What follows belongs to an exercise in optimizing a design on an open flow for small area and a short achievable clock period; a production flow would make more cautious choices.
In this exercise RTL edits were held to simulation tests only and were not proved equivalent to the original.
Power and IR drop assume default switching activity.

Setup of v43:
==> flow/design.v (excerpt) <==
module cpu_alu #(
    parameter int WIDTH = pkg_cpu_alu::ALU_WIDTH
) (
    input  logic             clk,
    input  logic             rst,
    input  logic             in_valid,
    input  logic [WIDTH-1:0] a,
    input  logic [WIDTH-1:0] b,
    input  logic [3:0]       oper,
    input  logic [3:0]       flags_in,
    output logic             out_valid,
    output logic [WIDTH-1:0] result,
    output logic [3:0]       flags_out
);
Size in the first run: ~2100 cells after synthesis, ~110 I/O pins, roughly 0.018 mm² of cells after synthesis.
clock: 11.0 ns
lec_check: 0
cap_margin: 20
core_margin: 2
core_utilization: 65
setup_slack_margin: 3.2
slew_margin: 20
synth_hierarchical: 1
standard.sh (not shown) runs the stock make flow with config.mk's settings and CLKGATE_MAP_FILE= SYNTH_SCRIPT=/design/flow/synth_recipe.tcl, a recipe that flattens the netlist after the stock synthesis.
==> flow/flow/run.sh <==
#!/bin/bash
# Standard layout, except that the port buffers are plain buf_2 cells instead of the
# resizer's default choice.
set -e
export BUFFER_PORTS_ARGS="-buffer_cell sky130_fd_sc_hd__buf_2"
bash standard.sh > standard.log 2>&1
## Diff of input files: v47 against v43
-- flow/config.mk --
<<< v43, line 10
export CORE_UTILIZATION = 65
export SETUP_SLACK_MARGIN = 3.2
export SLEW_MARGIN = 20
>>> v47, line 10
export CORE_UTILIZATION = 65
export SETUP_SLACK_MARGIN = 3.3
export SLEW_MARGIN = 20
==> comparison <==
Compared v47 vs v43, and biggest fanout along the worst timing path is up in v47.
When the final numbers for v43 and v47 were put side by side, the total wirelength of the detailed-routed design turned out to be greater in v43.
Of the two candidates, v43 has the worse final critical-path setup slack and v47 the better one.
Final weighted congestion in routability-driven placement: v43 and v47 compared, higher one is v43
Of v43 and v47, the run reporting the higher routed wire length on met2 was v47.
Modified inputs, v14 compared to v47
-- flow/config.mk --
<<< v47, line 10
export CORE_UTILIZATION = 65
export SETUP_SLACK_MARGIN = 3.3
export SLEW_MARGIN = 20
>>> v14, line 10
export CORE_UTILIZATION = 65
export SETUP_SLACK_MARGIN = 3.4
export SLEW_MARGIN = 20
==> summary.txt <==
Diff v47 -> v14 | wire length | up by a little under 10%. Of v47 and v14, v14 shows the higher share of total power in combinational logic, with v47 below it. The run with more setup slack is v14; v47 has less. v47 and v14 ended up with nearly the same register fraction of the total cell area. In v14, the post-synthesis to final-layout area growth came out 4.2 points above the value in v47.
The following lists how v6 was set up differently from v14:
-- flow/config.mk --
<<< v14, line 9
export CORE_MARGIN = 2
export CORE_UTILIZATION = 65
export SETUP_SLACK_MARGIN = 3.4
export SLEW_MARGIN = 20
>>> v6, line 9
export CORE_MARGIN = 2
export CORE_UTILIZATION = 70
export SETUP_SLACK_MARGIN = 3.3
export SLEW_MARGIN = 20
--- outcome ---
In the metrics for v14 and v6, the one carrying the lower width of the die is v6. v6 ends up with a routed wire length that is 3000 µm lower than in v14. On sequential cell area share, v14 tracks v6 almost exactly. Against v14, v6 comes in 4.0% higher on total power. The higher minimum clock period of v14 and v6 is in v6.


cpu_alu again, from the RTL that the note above started with.
Design cpu_alu, start of the top module:
module cpu_alu #(
    parameter int WIDTH = pkg_cpu_alu::ALU_WIDTH
) (
    input  logic             clk,
    input  logic             rst,
    input  logic             in_valid,
    input  logic [WIDTH-1:0] a,
    input  logic [WIDTH-1:0] b,
    input  logic [3:0]       oper,
    input  logic [3:0]       flags_in,
    output logic             out_valid,
    output logic [WIDTH-1:0] result,
    output logic [3:0]       flags_out
);
Settings: LEC_CHECK=0, CAP_MARGIN=20, CORE_MARGIN=2, CORE_UTILIZATION=65, SETUP_SLACK_MARGIN=3.1, SLEW_MARGIN=20, SYNTH_HIERARCHICAL=1; clock period 11.0 ns.
Scripts as last shown in full above: flow/flow/run.sh
==> next run, changes <==
==> flow/flow/run.sh (replaced) <==
#!/bin/bash
# Standard layout, except that the port buffers are plain buf_4 cells instead of the
# resizer's default choice.
set -e
export BUFFER_PORTS_ARGS="-buffer_cell sky130_fd_sc_hd__buf_4"
bash standard.sh > standard.log 2>&1
--- a/flow/config.mk
+++ b/flow/config.mk
@@ -9,5 +9,5 @@
 export CORE_MARGIN = 2
 export CORE_UTILIZATION = 65
-export SETUP_SLACK_MARGIN = 3.1
+export SETUP_SLACK_MARGIN = 3.3
 export SLEW_MARGIN = 20
 export SYNTH_HIERARCHICAL = 1
The changed run passed the timing, DRC and antenna checks. Routed wire length grows by 3.6%. Final area goes up by about 3.2%. Via count goes up by 1.4%. Sequential share of layout area shrinks by 0.11 points. Die area does not change. Final cell count drops by 0.42%.
==> next run, changes <==
==> flow/flow/run.sh (replaced) <==
#!/bin/bash
# Standard layout, except that the port buffers are plain buf_2 cells instead of the
# resizer's default choice.
set -e
export BUFFER_PORTS_ARGS="-buffer_cell sky130_fd_sc_hd__buf_2"
bash standard.sh > standard.log 2>&1
--- a/flow/config.mk
+++ b/flow/config.mk
@@ -8,5 +8,5 @@
 export CAP_MARGIN = 20
 export CORE_MARGIN = 2
-export CORE_UTILIZATION = 65
+export CORE_UTILIZATION = 60
 export SETUP_SLACK_MARGIN = 3.3
 export SLEW_MARGIN = 20
The changed run went through all stages and came out clean. Combinational power went down by a few percent. Count of clock-buffer cells in the layout went up by 2. Clock power went up by a few percent.
==> next run, changes <==
--- a/flow/config.mk
+++ b/flow/config.mk
@@ -9,5 +9,5 @@
 export CORE_MARGIN = 2
 export CORE_UTILIZATION = 60
-export SETUP_SLACK_MARGIN = 3.3
+export SETUP_SLACK_MARGIN = 3.5
 export SLEW_MARGIN = 20
 export SYNTH_HIERARCHICAL = 1
- flip-flop and latch count stays the same
- synthesized area is unchanged
- worst setup slack gains 76 ps

re-timing with driven ports:
The results above use ideal ports. As a check the final layouts listed here were re-extracted and re-timed, cells and wires unchanged. Step 1: set_driving_cell puts a clkbuf_16 on clk and a buf_2 on each other input, an assumption about the parent block. Step 2, shift: input delay + t, output delay - t, t = (earliest + latest rising clock arrival at the registers) / 2. This alone moves slack from input paths to output paths. Three values: ideal ports, drivers, drivers and shift; two values: the first two.
run | t (ns) | setup slack, ns | worst register clock-pin slew, ns | worst slew at a driven data input, ns
v43 | 0.323 | 3.282 / 3.282 / 2.959 | 0.07 / 0.07 | 0.06
v47 | 0.325 | 3.382 / 3.385 / 3.060 | 0.06 / 0.06 | 0.08
v14 | 0.348 | 3.419 / 3.289 / 2.941 | 0.07 / 0.07 | 0.26
v6 | 0.324 | 3.313 / 3.223 / 2.899 | 0.07 / 0.07 | 0.21
the first run of note 2 | 0.322 | 3.178 / 3.180 / 2.859 | 0.06 / 0.06 | 0.05
the second run of note 2 | 0.334 | 3.294 / 3.169 / 2.836 | 0.07 / 0.07 | 0.22
the third run of note 2 | 0.336 | 3.452 / 3.456 / 3.120 | 0.07 / 0.07 | 0.06
the fourth run of note 2 | 0.339 | 3.527 / 3.410 / 3.071 | 0.06 / 0.06 | 0.25
After both steps setup and hold are still met in every run listed. For v14, which loses most, drivers alone change the setup slack by -0.130 ns; drivers and shift together by -0.478 ns.
